Background: an optimization exercise with open tools, aiming at small area, a short achievable clock period and few clock cycles per item. Do not read the settings as production practice. The RTL was checked by simulation tests, not by an equivalence proof against the original design.

===== design.v =====
package mult_div_unit_pkg;
  typedef enum logic [3:0] {
    ALU_ADD, ALU_SUB, ALU_AND, ALU_OR,
    ALU_XOR, ALU_NOR, ALU_SLT, ALU_SLTU,
    ALU_SLL, ALU_SRL, ALU_SRA, ALU_LUI
  } alu_op_e;
  typedef enum logic [3:0] {
    MD_NONE = 4'd0,
    MULT    = 4'd1,
    MULTU   = 4'd2,
    DIV     = 4'd3,
    DIVU    = 4'd4,
    MTHI    = 4'd5,
    MTLO    = 4'd6,
    MADD    = 4'd7,
    MADDU   = 4'd8,
    MSUB    = 4'd9,
    MSUBU   = 4'd10
  } md_op_e;
  typedef enum logic [1:0] {
    IDLE,
    MUL_RUN,
    DIV_RUN
  } md_state_e;
  localparam int MD_MULT_CYCLES_DEF = 5;
  localparam int MD_DIV_CYCLES_DEF  = 10;
  localparam int MD_CNT_W           = 5;
endpackage
import mult_div_unit_pkg::*;
module md_datapath (
  input  logic        first_i,    
  input  logic        sgn_i,      
  input  logic        sub_i,      
  input  logic        mac_i,      
  input  logic [1:0]  j_i,        
  input  logic        sa_q_i,     
  input  logic        sb_q_i,     
  input  logic [35:0] a_i,        
  input  logic [35:0] b_i,        
  input  logic [31:0] hi_i,
  input  logic [31:0] lo_i,
  output logic [35:0] m_a_o,      
  output logic [31:0] m_lo_o,     
  output logic [31:0] m_hi_o,     
  output logic        d_sa_o,
  output logic        d_sb_o,
  output logic        d_bz_o,     
  output logic [4:0]  d_m_o,      
  output logic [35:0] d_a_o,      
  output logic [35:0] d_b_o,      
  output logic [1:0]  d_q_o       
);
  logic [7:0]         chunk;
  logic               ext;
  logic signed [9:0]  cval;
  logic signed [32:0] mcand;
  logic signed [35:0] ph_in;
  logic [7:0]         feed;
  logic signed [43:0] msum;
  always_comb begin
    chunk = first_i ? a_i[7:0] : lo_i[7:0];
    ext   = sgn_i && (j_i == 2'd3) && chunk[7];
    cval  = sub_i ? -$signed({ext, ext, chunk}) : $signed({ext, ext, chunk});
    mcand = $signed({sgn_i & b_i[31], b_i[31:0]});
    ph_in = first_i ? (mac_i ? $signed({4'b0, lo_i}) : 36'sd0) : $signed(a_i);
    case (j_i)
      2'd0: feed = hi_i[7:0];
      2'd1: feed = hi_i[15:8];
      2'd2: feed = hi_i[23:16];
      default: feed = hi_i[31:24];
    endcase
    if (!mac_i) feed = 8'd0;
    msum = 44'(ph_in) + mcand * cval + $signed({4'b0, feed, 32'b0});
    m_a_o  = msum[43:8];
    m_lo_o = {msum[7:0], first_i ? a_i[31:8] : lo_i[31:8]};
    m_hi_o = msum[39:8];
  end
  logic        sa, sb;
  logic [31:0] av, bv;
  logic [5:0]  bits_a, bits_b;
  logic signed [6:0] s;
  logic [4:0]  m;
  logic [5:0]  sh;
  logic signed [35:0] d0, d1, r0, r1, r2, c1, c2;
  logic        addm, q1, q2;
  function automatic logic [5:0] bitlen(input logic [31:0] v);
    bitlen = 6'd0;
    for (int i = 0; i < 32; i++) if (v[i]) bitlen = 6'(i + 1);
  endfunction
  always_comb begin
    sa = first_i ? (sgn_i & a_i[31]) : sa_q_i;
    sb = first_i ? (sgn_i & b_i[31]) : sb_q_i;
    av = (sgn_i & a_i[31]) ? ~a_i[31:0] : a_i[31:0];
    bv = (sgn_i & b_i[31]) ? ~b_i[31:0] : b_i[31:0];
    bits_a = bitlen(av) + {5'd0, sgn_i & a_i[31]};
    bits_b = bitlen(bv);
    s  = $signed({1'b0, bits_a}) - $signed({1'b0, bits_b}) + 7'sd1;
    m  = (s <= 7'sd2) ? 5'd1 : 5'((7'(s) + 7'd1) >> 1);
    sh = {m, 1'b0} - 6'd1;
    d_sa_o = sa;
    d_sb_o = sb;
    d_bz_o = (b_i[31:0] == 32'd0);
    d_m_o  = m;
    r0 = first_i ? (sgn_i ? 36'(signed'(a_i[31:0])) : $signed({4'b0, a_i[31:0]}))
                 : $signed(a_i);
    d0 = first_i ? ((sgn_i ? 36'(signed'(b_i[31:0])) : $signed({4'b0, b_i[31:0]})) <<< sh)
                 : $signed(b_i);
    d1 = d0 >>> 1;
    addm = sa ^ sb;
    c1 = addm ? r0 + d0 : r0 - d0;
    q1 = sa ? (c1[35] || c1 == 36'sd0) : !c1[35];
    r1 = q1 ? c1 : r0;
    c2 = addm ? r1 + d1 : r1 - d1;
    q2 = sa ? (c2[35] || c2 == 36'sd0) : !c2[35];
    r2 = q2 ? c2 : r1;
    d_a_o = r2;
    d_b_o = d0 >>> 2;
    d_q_o = {q1, q2};
  end
endmodule
import mult_div_unit_pkg::*;
module mult_div_unit (
  input  logic        clk,
  input  logic        reset,
  input  logic        md_start,
  input  logic [3:0]  md_op,
  input  logic [31:0] md_rs_data,
  input  logic [31:0] md_rt_data,
  output logic        md_busy,
  output logic [31:0] md_hi,
  output logic [31:0] md_lo
);
  logic        busy_q, first_q;
  logic [3:0]  op_q;
  logic [4:0]  cnt_q;
  logic        sa_q, sb_q;
  logic [35:0] a_q, b_q;
  logic [31:0] hi_q, lo_q;
  logic        is_start;
  logic        sgn, sub, mac, isdiv, last;
  logic [35:0] m_a, d_a, d_b;
  logic [31:0] m_lo, m_hi;
  logic        d_sa, d_sb, d_bz;
  logic [4:0]  d_m;
  logic [1:0]  d_q;
  logic [31:0] q_full, q_neg;
  logic        negq;
  always_comb begin
    is_start = (md_op == MULT) || (md_op == MULTU) ||
               (md_op == DIV)  || (md_op == DIVU);
    is_start = is_start ||
               (md_op == MADD) || (md_op == MADDU) ||
               (md_op == MSUB) || (md_op == MSUBU);
    sgn   = (op_q == MULT) || (op_q == DIV) || (op_q == MADD) || (op_q == MSUB);
    sub   = (op_q == MSUB) || (op_q == MSUBU);
    mac   = (op_q == MADD) || (op_q == MADDU) || sub;
    isdiv = (op_q == DIV) || (op_q == DIVU);
  end
  md_datapath u_dp (
    .first_i (first_q),
    .sgn_i   (sgn),
    .sub_i   (sub),
    .mac_i   (mac),
    .j_i     (cnt_q[1:0]),
    .sa_q_i  (sa_q),
    .sb_q_i  (sb_q),
    .a_i     (a_q),
    .b_i     (b_q),
    .hi_i    (hi_q),
    .lo_i    (lo_q),
    .m_a_o   (m_a),
    .m_lo_o  (m_lo),
    .m_hi_o  (m_hi),
    .d_sa_o  (d_sa),
    .d_sb_o  (d_sb),
    .d_bz_o  (d_bz),
    .d_m_o   (d_m),
    .d_a_o   (d_a),
    .d_b_o   (d_b),
    .d_q_o   (d_q)
  );
  always_comb begin
    if (isdiv) last = first_q ? (d_bz || d_m == 5'd1) : (cnt_q == 5'd1);
    else       last = (cnt_q[1:0] == 2'd3);
    q_full = {(first_q ? 30'd0 : lo_q[29:0]), d_q};
    negq   = d_sa ^ d_sb;
    q_neg[1:0]  = 2'(-d_q);
    q_neg[31:2] = (d_q == 2'd0) ? (~q_full[31:2] + 30'd1) : ~q_full[31:2];
  end
  always_ff @(posedge clk) begin
    if (reset) begin
      busy_q <= 1'b0;
      hi_q   <= '0;
      lo_q   <= '0;
    end else if (!busy_q) begin
      busy_q <= md_start && is_start;
      if (!md_start && md_op == MTHI) hi_q <= md_rs_data;
      if (!md_start && md_op == MTLO) lo_q <= md_rs_data;
    end else if (isdiv) begin
      if (last) busy_q <= 1'b0;
      if (!d_bz || !first_q) begin
        lo_q <= (last && negq) ? q_neg : q_full;
        if (last) hi_q <= d_a[31:0];
      end
    end else begin
      if (last) begin
        busy_q <= 1'b0;
        hi_q   <= m_hi;
      end
      lo_q <= m_lo;
    end
  end
  always_ff @(posedge clk) begin
    if (!busy_q) begin
      op_q    <= md_op;
      a_q     <= {4'b0, md_rs_data};
      b_q     <= {4'b0, md_rt_data};
      first_q <= 1'b1;
      cnt_q   <= '0;
    end else begin
      first_q <= 1'b0;
      if (isdiv) begin
        a_q   <= d_a;
        b_q   <= d_b;
        cnt_q <= first_q ? d_m - 5'd1 : cnt_q - 5'd1;
        if (first_q) begin
          sa_q <= d_sa;
          sb_q <= d_sb;
        end
      end else begin
        a_q   <= m_a;
        cnt_q <= cnt_q + 5'd1;
      end
    end
  end
  assign md_busy = busy_q;
  assign md_hi   = hi_q;
  assign md_lo   = lo_q;
endmodule

===== run.sh =====
#!/bin/bash
# synth_recipe.tcl (not shown) runs the flow's synth.tcl, then flattens the netlist and writes it again
# the make line also repeats each setting of config.mk as NAME=value (left out here)
make -C /OpenROAD-flow-scripts/flow DESIGN_CONFIG=/design/flow/config.mk WORK_HOME=/design/flow/orfs CLKGATE_MAP_FILE= SYNTH_SCRIPT=/design/flow/synth_recipe.tcl finish

===== config.mk =====
export PLATFORM = sky130hd
export DESIGN_NAME = mult_div_unit
export DESIGN_NICKNAME = mult_div_unit
export VERILOG_FILES = /design/flow/design.v
export SDC_FILE = /design/flow/constraint.sdc
export NUM_CORES = 4
export LEC_CHECK = 0
export CAP_MARGIN = 20
export CORE_MARGIN = 2
export CORE_UTILIZATION = 40
export SLEW_MARGIN = 20

===== constraint.sdc =====
create_clock -name core_clock -period 150.0 [get_ports {clk}]
set_input_delay 30.0000 -clock core_clock [delete_from_list [all_inputs] [get_ports {clk}]]
set_output_delay 30.0000 -clock core_clock [all_outputs]
set_load 0.01 [all_outputs]

==> summary.txt <==
- Hold path depth: 2
- DRT Pass-1 Iters: 6
- Slew margin rel.: 18.90%
- EDFF count, synth: 38
- Detail Route Antenna Nets: 0
- CTS Root Cell: clkbuf_16
- RD Place Congestion: 1.010
- Worst path slowest cell: clkdlybuf4s50_1
- Initial Util: 40.49%
- Chip Height: 287.3 um
- DIE AREA: 82520 sq um
- Critical path data required time: 150.36 ns
- Syn_area_per_cell: 7.743 sq um
- Worst Tran Pin Value: 1.208 ns
- FF+latch count, synth: 147
- Fmax: 0.03131 GHz
- CTS Buf Count: 17
- Cells after synthesis: 4145
- First-pass GRT wire length: 199.8 mm
- Placed Instances: 5131
- CTS sink count: 147
- Die width: 287.3 um
- Skew final: 0.01868 ns
- RSZ-0062 raised after global routing: false
- Result of the run: no timing/DRC/antenna violations
- Commonest cells in the netlist: nand2_1, nor2_1, inv_1, fa_1, a21oi_1
- Worst Path Buf+Inv: 4
- HPWL after DPL: 104.7 mm
- Final setup viols: 0
- R2R cell count: 87
- Via density: 6.287
- Async set or reset register ratio after synthesis: 0%
- Initial antenna violation count: 3
- Initial DRC count: 4203
- Worst-path fanout max: 60
- Vias in the first global route: 30490
- Crit end category: flop
- Fin cells: 5165
- Share of the synthesized area in the top cell type: 20.65%
- Period utilization: 21.29%
- Clock transition at the registers of the reported paths: 0.07 ns
- Setup TNS Final: 0 ns
- Area leader, netlist: fa_1
- Startpoint types: input pin
- Layout cells sized above 1: 6.127%
- PortBufs: 135
- Highest cell delay on the worst timing path: 0.57 ns
- Critical Path AT: 32.30 ns
- Most used cell, CP: inv_1
- Max-capacitance violation count: 0
- Min Tclk post-route: 31.94 ns
- Place WS: 117.63 ns
- FP Rows: 103
- Final Slew Violations: 0
- Clock latency on the worst-skew pair: 0.46 ns
- Syn nets: 4736
- Final Hold Fails: 0
- H-tree levels: 4
- Post-synthesis instance area: 32090 sq um
- Clk buf depth: 2
- Worst path depth: 10
- Post CTS Setup Buffer Count: 0
- Core Area: 79260 sq um
- CTS tree: yes
- Routed WL: 134.8 mm
- GRT overflow: 0
- Top-count cell post-synth: nand2_1
- CTS Hold Bufs: 0
- Kind of critical path: input pin to flop
- Largest net degree at the start of global routing: 74
- I/O pin total: 136
- Wire per inst: 26.09 um
- Post-synthesis sequential area ratio: 10.35%
- Crit path max-delay family: buffers and inverters
- Total GRT Usage: 32.28%
- Top FF cell, synth: dfxtp_1
- Synth Warn #: 2
- Area growth syn-to-layout: 8.998%
- Layout Nets: 4691
- Yosys cell types: 116
- Crit path cell chain: clkdlybuf4s50_1, inv_1, nand4_1, o22ai_1, nand2_2, buf_4, inv_1, and3_1, a31oi_1, a21bo_2
- Via count: 32470
- Top cells by area, synth: fa_1, ha_1, dfxtp_1
- Final worst slack: 118.06 ns
- Type of the most critical hold path: flop to flop
- Reg2reg setup slack: 123.70 ns
- CTS resizes: 0
- DRC viols: 0
==> final timing paths <==
kind	endpoint	startpoint
worst min register to register	b_q[32]$_SDFFE_PN0N_	b_q[32]$_SDFFE_PN0N_
worst max-delay path	hi_q[16]$_SDFFE_PP0P_	md_op[1]
worst min-delay path	b_q[32]$_SDFFE_PN0N_	b_q[32]$_SDFFE_PN0N_
worst max register to register	lo_q[30]$_SDFFE_PP0P_	a_q[31]$_DFF_P_
==> tightest hold or removal path: stages, from the launching register on <==
cell and delay (ns):
dfxtp_1 0.33, a21oi_1 0.06, nor2_1 0.07
==> flip-flops by register name (all words and copies together) (netlist names) <==
signal   count
hi_q        32
first_q      1
a_q         36
busy_q       1
lo_q        32
op_q         4
cnt_q        5
sa_q         1
sb_q         1
b_q         34
==> placed cells by master, fill, tap and decap left out, types with 13 or more instances in the layout <==
cell             synthesis  layout
a211oi_1                58      58
a21o_1                  43      43
a21oi_1                262     259
a22oi_1                 18      18
a311oi_1                15      15
a31oi_1                 58      58
and2_1                 120     120
and3_1                  51      51
buf_4                    5      87
clkbuf_16                0      17
clkdlybuf4s50_1          0     134
dfxtp_1                109     107
edfxtp_1                38      38
fa_1                   331     331
ha_1                   189     188
inv_1                  381     380
mux2_2                  30      30
mux2i_1                 74      74
mux4_2                  17      17
nand2_1                482     481
nand2b_1                36      36
nand3_1                 94      94
nand4_1                 22      22
nor2_1                 390     389
nor2b_1                 54      54
nor3_1                 119     117
nor4_1                  17      17
o211ai_1                40      40
o21a_1                  37      37
o21ai_0                150     149
o21bai_1                18      18
o221ai_1                14      14
o22ai_1                 46      46
o311ai_0                14      13
o31ai_1                 18      18
o41ai_1                 17      17
or3_1                   24      24
xnor2_1                141     138
xor2_1                  52      48
==> stage by stage <==
stage          instance area (sq um)  utilization (%)  hold WS [ns]
6_report                       34980            44.14        0.4973
5_1_grt                        34980            44.13        0.5297
4_1_cts                        34970            44.12        0.4981
3_5_place_dp                   34370            43.37        0.4851
3_3_place_gp                   34370            43.37        0.4742
2_1_floorplan                  32090                -        0.4551
==> cell families after synthesis <==
| family | share of synthesized area [%] |
|---|---|
| simple gates | 21.59 |
| flops | 10.35 |
| fa+ha+maj | 28.01 |
| xor+xnor | 5.540 |
| compound gates | 21.41 |
| buf+inv | 8.140 |
| mux | 4.947 |
==> routing by layer <==
layer  global-route usage [%]  vias to the layer above  wire [um]
li1                         -                    14300          -
met1                    43.13                    15710      53530
met2                    49.41                     2035      58300
met3                    6.103                      426      14100
met4                    17.14                        0       8849
met5                        0                        -          0
==> final cells by class <==
class	instances	area [sq um]
sequential	147	3331
inverter	387	1455
clock inverter	15	170.2
timing repair buffer	222	1999
fill	8007	44280
antenna	2	5.005
multi-input combinational	3325	26280
clock buffer	17	425.4
tap	1050	1314
Testbench counts, summed over its fixed seeds: cycles 13,752, ops 3,200.

[afterwards: timing with drivers on the ports]
The flow's constraints put no driver on any port. The routed layout listed below was extracted and timed again, unchanged, in two steps.
Step 1 assumes that a clkbuf_16 drives the clock port and a buf_2 every other input.
Step 2 times the ports against the registers' clock, not the clock port: input delays grow and output delays shrink by t, the midpoint of the rising clock arrivals with the driver on.
Slacks: no drivers / after step 1 / after step 2; pairs: no drivers / after step 1.
shift t [ns]: 0.519
setup WS [ns]: 118.064 / 118.106 / 117.587
worst setup path after step 2: input to register
cell pins on the clock port's net: 1
After both steps this run still meets setup and hold. The setup slack of this run moves by +0.042 ns with the drivers and by -0.477 ns with both steps.
